Background: an optimization exercise with open tools, aiming at small area, a short achievable clock period and few clock cycles per item. Do not read the settings as production practice. Where RTL was checked, it was by simulation tests only, not by an equivalence proof against the original.

Design md2_digest_engine, start of the top module:
module md2_digest_engine (
	input  logic               clk,
	input  logic               arst_n,
	input  logic               push,
	output logic               full,
	input  logic [9:0]         item,
	output logic               empty,
	input  logic               pop,
	output logic [127:0]       result
);
Settings: LEC_CHECK=0, ABC_CLOCK_PERIOD_IN_PS=2500, CAP_MARGIN=20, CORE_MARGIN=2, CORE_UTILIZATION=40, SETUP_SLACK_MARGIN=4.5, SLEW_MARGIN=20; clock period 7.0 ns.
run.sh (not shown) runs the stock make flow with config.mk's settings and CLKGATE_MAP_FILE= SYNTH_SCRIPT=/design/flow/synth_recipe.tcl, a recipe that flattens the netlist after the stock synthesis.
Edit:
- ABC_CLOCK_PERIOD_IN_PS: 2500 -> unset
- SETUP_SLACK_MARGIN: 4.5 -> unset
Outcome: Hold slack gets worse by 7.8 ps; setup slack gets worse by 1300 ps; global-route usage is lower by 1.1 points.
No run of this note included a check of the RTL's function; only the layout flow was run.

* * *

Another version of the RTL of md2_digest_engine (not shown whole).
For scale: about 1700 cells after synthesis, roughly 600 flip-flops.
Settings: LEC_CHECK=0, CAP_MARGIN=20, CORE_MARGIN=2, CORE_UTILIZATION=60, CTS_CLUSTER_SIZE=30, PLACE_DENSITY=0.7, SETUP_SLACK_MARGIN=4.0, SLEW_MARGIN=20; clock period 7.0 ns.
The baseline completed with no timing, DRC or antenna violations.
==> next run, changes <==
--- a/flow/config.mk
+++ b/flow/config.mk
@@ -8,7 +8,5 @@
 export CAP_MARGIN = 20
 export CORE_MARGIN = 2
-export CORE_UTILIZATION = 60
-export CTS_CLUSTER_SIZE = 30
-export PLACE_DENSITY = 0.7
-export SETUP_SLACK_MARGIN = 4.0
+export CORE_UTILIZATION = 40
+export SETUP_SLACK_MARGIN = 4.6
 export SLEW_MARGIN = 20
After rerunning: Cell count rises by 12%. Worst hold slack gets better by 0.0053 ns. Non-clock buffer count is higher by 52. Design area hardly moves. Setup slack improves by 0.058 ns. Count of clock-buffer cells in the layout is higher by 12. Routed wire length decreases by 4.8%. Via count drops by 3.0%. Maximum frequency came out higher by about 1.6%. Flip-flop and latch count is unchanged. Utilization falls by 25 points.
==> next run, changes <==
==> flow/flow/run.sh (new file) <==
#!/bin/bash
# The standard layout (the standard.sh: the standard synthesis and ORFS
# from floorplan to finish), with one change: the buffers that placement puts
# on every input and output port are the platform's smallest plain buffer.
set -e
export BUFFER_PORTS_ARGS="-buffer_cell sky130_fd_sc_hd__buf_1"
bash standard.sh > standard.log 2>&1
==> flow/standard.sh (new file) <==
#!/bin/bash
# synth_recipe.tcl (not shown) runs the flow's synth.tcl, then flattens the netlist and writes it again
# the make line also repeats each setting of config.mk as NAME=value (left out here)
make -C /OpenROAD-flow-scripts/flow DESIGN_CONFIG=/design/flow/config.mk WORK_HOME=/design/flow/orfs CLKGATE_MAP_FILE= SYNTH_SCRIPT=/design/flow/synth_recipe.tcl "${@:-finish}"
--- a/flow/config.mk
+++ b/flow/config.mk
@@ -9,4 +9,4 @@
 export CORE_MARGIN = 2
 export CORE_UTILIZATION = 40
-export SETUP_SLACK_MARGIN = 4.6
+export SETUP_SLACK_MARGIN = 4.0
 export SLEW_MARGIN = 20
removed: flow/run.sh
After rerunning: The new run produced a clean layout; setup slack got worse by 0.028 ns; design area decreases by a few percent; sequential share of layout area is higher by 2.3 points; fmax fell slightly; wire length is higher slightly; die area does not change; count of clock-buffer cells in the layout drops by 18; hold slack stays flat; final cell count falls by a few percent.
No functional check of the RTL was part of any run of this note.

* * *

build 16:
md2_digest_engine, a different RTL version from the one above (not shown whole).
Size: ~1900 cells after synthesis, about 20000 um^2 of cells after synthesis.
clock: 7.0 ns
lec_check: 0
abc_area: 1
cap_margin: 20
core_margin: 2
core_utilization: 55
place_density: 0.6
setup_slack_margin: 4.2
slew_margin: 20
standard.sh (not shown) runs the stock make flow with config.mk's settings and CLKGATE_MAP_FILE= SYNTH_SCRIPT=/design/flow/synth_recipe.tcl, a recipe that flattens the netlist after the stock synthesis.
==> flow/flow/run.sh <==
#!/bin/bash
# The standard layout (the standard.sh: the standard synthesis and ORFS
# from floorplan to finish), with one change: the buffers that placement puts
# on every input and output port are the platform's smallest plain buffer.
set -e
export BUFFER_PORTS_ARGS="-buffer_cell sky130_fd_sc_hd__buf_1"
bash standard.sh > standard.log 2>&1
Testbench counts of build 16, summed over its fixed seeds: cycles 387,439, bytes 4,355.
Changes in build 1 relative to build 16:
-- flow/config.mk --
<<< build 16, line 10
export CORE_MARGIN = 2
export CORE_UTILIZATION = 55
export PLACE_DENSITY = 0.6
export SETUP_SLACK_MARGIN = 4.2
>>> build 1, line 10
export CORE_MARGIN = 2
export CORE_UTILIZATION = 50
export PLACE_DENSITY = 0.55
export SETUP_SLACK_MARGIN = 4.2
Results
Relative to build 16, the proportion of cell area occupied by registers of build 1 is lower by 0.37 points.
Looking at source of the critical timing path, the u_core.state_q[1] result is from build 1; the u_core.state_q[0] one comes from build 16.
Build 1: pin slew with the least headroom to its limit is 0.071 ns lower than what build 16 reported.
In terms of area taken by flip-flops and latches, build 16 and build 1 differ only marginally.
Going from build 16 to build 1, count of plain and timing-repair buffers grew slightly.
Between build 1 and build 16, the maximum frequency does not differ in any meaningful way.
After detailed routing, build 16 needs more wire than build 1.
Summary of build 1 over build 16: clock insertion delay at the later pin of the skew report essentially unchanged, cell count increased 62.
## Diff of input files: build 97 against build 1
-- flow/config.mk --
<<< build 1, line 7
export LEC_CHECK = 0
export ABC_AREA = 1
export CAP_MARGIN = 20
export CORE_MARGIN = 2
export CORE_UTILIZATION = 50
export PLACE_DENSITY = 0.55
export SETUP_SLACK_MARGIN = 4.2
>>> build 97, line 7
export LEC_CHECK = 0
export CAP_MARGIN = 20
export CORE_MARGIN = 2
export CORE_UTILIZATION = 40
export SETUP_SLACK_MARGIN = 4.2
--- outcome ---
A most common library cell in the layout ignoring fill and taps of sky130_fd_sc_hd__nand2_1 is what build 1 shows, while sky130_fd_sc_hd__dfxtp_1 belongs to build 97. Cell area, build 97 and build 1, higher one = build 97. Looking at build 97 and build 1, the total number of vias is a wash. Maximum frequency was lower in the run labelled build 97. Looking at post-layout worst setup margin, build 97 sits 0.13 ns lower than build 1 does. Compared to build 1, the router laid down more metal wire for build 97.
For build 24, these inputs were changed with respect to build 97:
-- flow/config.mk --
<<< build 97, line 7
export LEC_CHECK = 0
export CAP_MARGIN = 20
export CORE_MARGIN = 2
export CORE_UTILIZATION = 40
export SETUP_SLACK_MARGIN = 4.2
export SLEW_MARGIN = 20
>>> build 24, line 7
export LEC_CHECK = 0
export ABC_AREA = 1
export CAP_MARGIN = 20
export CORE_MARGIN = 2
export CORE_UTILIZATION = 50
export PLACE_DENSITY = 0.55
export SETUP_SLACK_MARGIN = 4.3
export SLEW_MARGIN = 20
### Flow results
- Build 24 went all the way through the flow, and no timing, DRC or antenna check failed.
- Pin count of the biggest net entering global routing: build 24 and build 97 compared, higher one is build 97
- Detail-routed via count per cell of build 24 falls short of that of build 97 by a few percent.
- Cmp build 24 vs build 97: number of multi-input combinational cells in the layout higher in build 24
- Changes observed in build 24 relative to build 97: required time at the endpoint of the critical path decreased by 1.85 ns relative to the old numbers, worst hold slack fell 0.0057 ns.
What build 25 does differently from build 24 at the input level:
==> flow/config.mk <==
export PLATFORM = sky130hd
export DESIGN_NAME = md2_digest_engine
export DESIGN_NICKNAME = md2_digest_engine
export VERILOG_FILES = /design/flow/design.v
export SDC_FILE = /design/flow/constraint.sdc
export NUM_CORES = 4
export LEC_CHECK = 0
export CAP_MARGIN = 20
export CORE_MARGIN = 2
export CORE_UTILIZATION = 40
export SETUP_SLACK_MARGIN = 4.0
export SLEW_MARGIN = 20
- Compared with build 24, build 25 shows a shortest period the worst path allows that is 0.21 ns higher.
- When build 25 is measured against build 24, its routed wirelength normalized by instance count turns out 13% higher.
- Build 25 finished every step from synthesis to the final layout, and the layout passed the timing, DRC and antenna checks.
- Register-to-register setup slack sits lower in build 25 than in build 24.
- Area added between synthesis and finish up 3.7 points in build 25 wrt build 24
- Build 25 ended up with met4 as its highest routing layer actually used; build 24 ended up with met5.
- Build 25 reports its start point of the critical path as u_core.sreg_q[1] while build 24 reports u_core.state_q[0].
- As of build 25, first-pass GRT wire length had risen by a few percent compared to build 24.

[re-timing with driven ports]
The results above use ideal ports. As a check the final layouts listed here were re-extracted and re-timed, cells and wires unchanged.
Step 1 (the two cells are an assumption about what drives the block):
set clk [get_ports {clk}]
set_driving_cell -lib_cell sky130_fd_sc_hd__clkbuf_16 $clk
set_driving_cell -lib_cell sky130_fd_sc_hd__buf_2 [delete_from_list [all_inputs] $clk]
Step 2 also shifts input and output timing later by t, the mid clock arrival at the registers, as if the neighbouring blocks saw the same clock.
a / b / c = ideal / step 1 / step 2; a / b = the first two.
| run | t, ns | setup WS [ns] | worst data-port slew with drivers (ns) |
|---|---|---|---|
| the first run of note 1 | 0.657 | 1.681 / 1.681 / 1.681 | 0.03 |
| the second run of note 1 | 0.650 | 0.430 / 0.430 / 0.430 | 0.03 |
| the first run of note 2 | 0.654 | 3.263 / 3.263 / 3.263 | 0.05 |
| the second run of note 2 | 0.649 | 3.321 / 3.321 / 3.321 | 0.04 |
| the third run of note 2 | 0.657 | 3.293 / 3.293 / 3.293 | 0.04 |
| build 16 | 0.649 | 4.174 / 4.122 / 3.818 | 0.03 |
| build 1 | 0.645 | 4.182 / 4.125 / 3.750 | 0.03 |
| build 97 | 0.637 | 4.050 / 4.050 / 3.680 | 0.03 |
| build 24 | 0.645 | 4.180 / 4.123 / 3.827 | 0.03 |
| build 25 | 0.647 | 3.966 / 3.966 / 3.664 | 0.03 |
After both steps setup and hold are still met in every run listed. For build 1, which loses most, drivers alone change the setup slack by -0.057 ns; drivers and shift together by -0.432 ns.
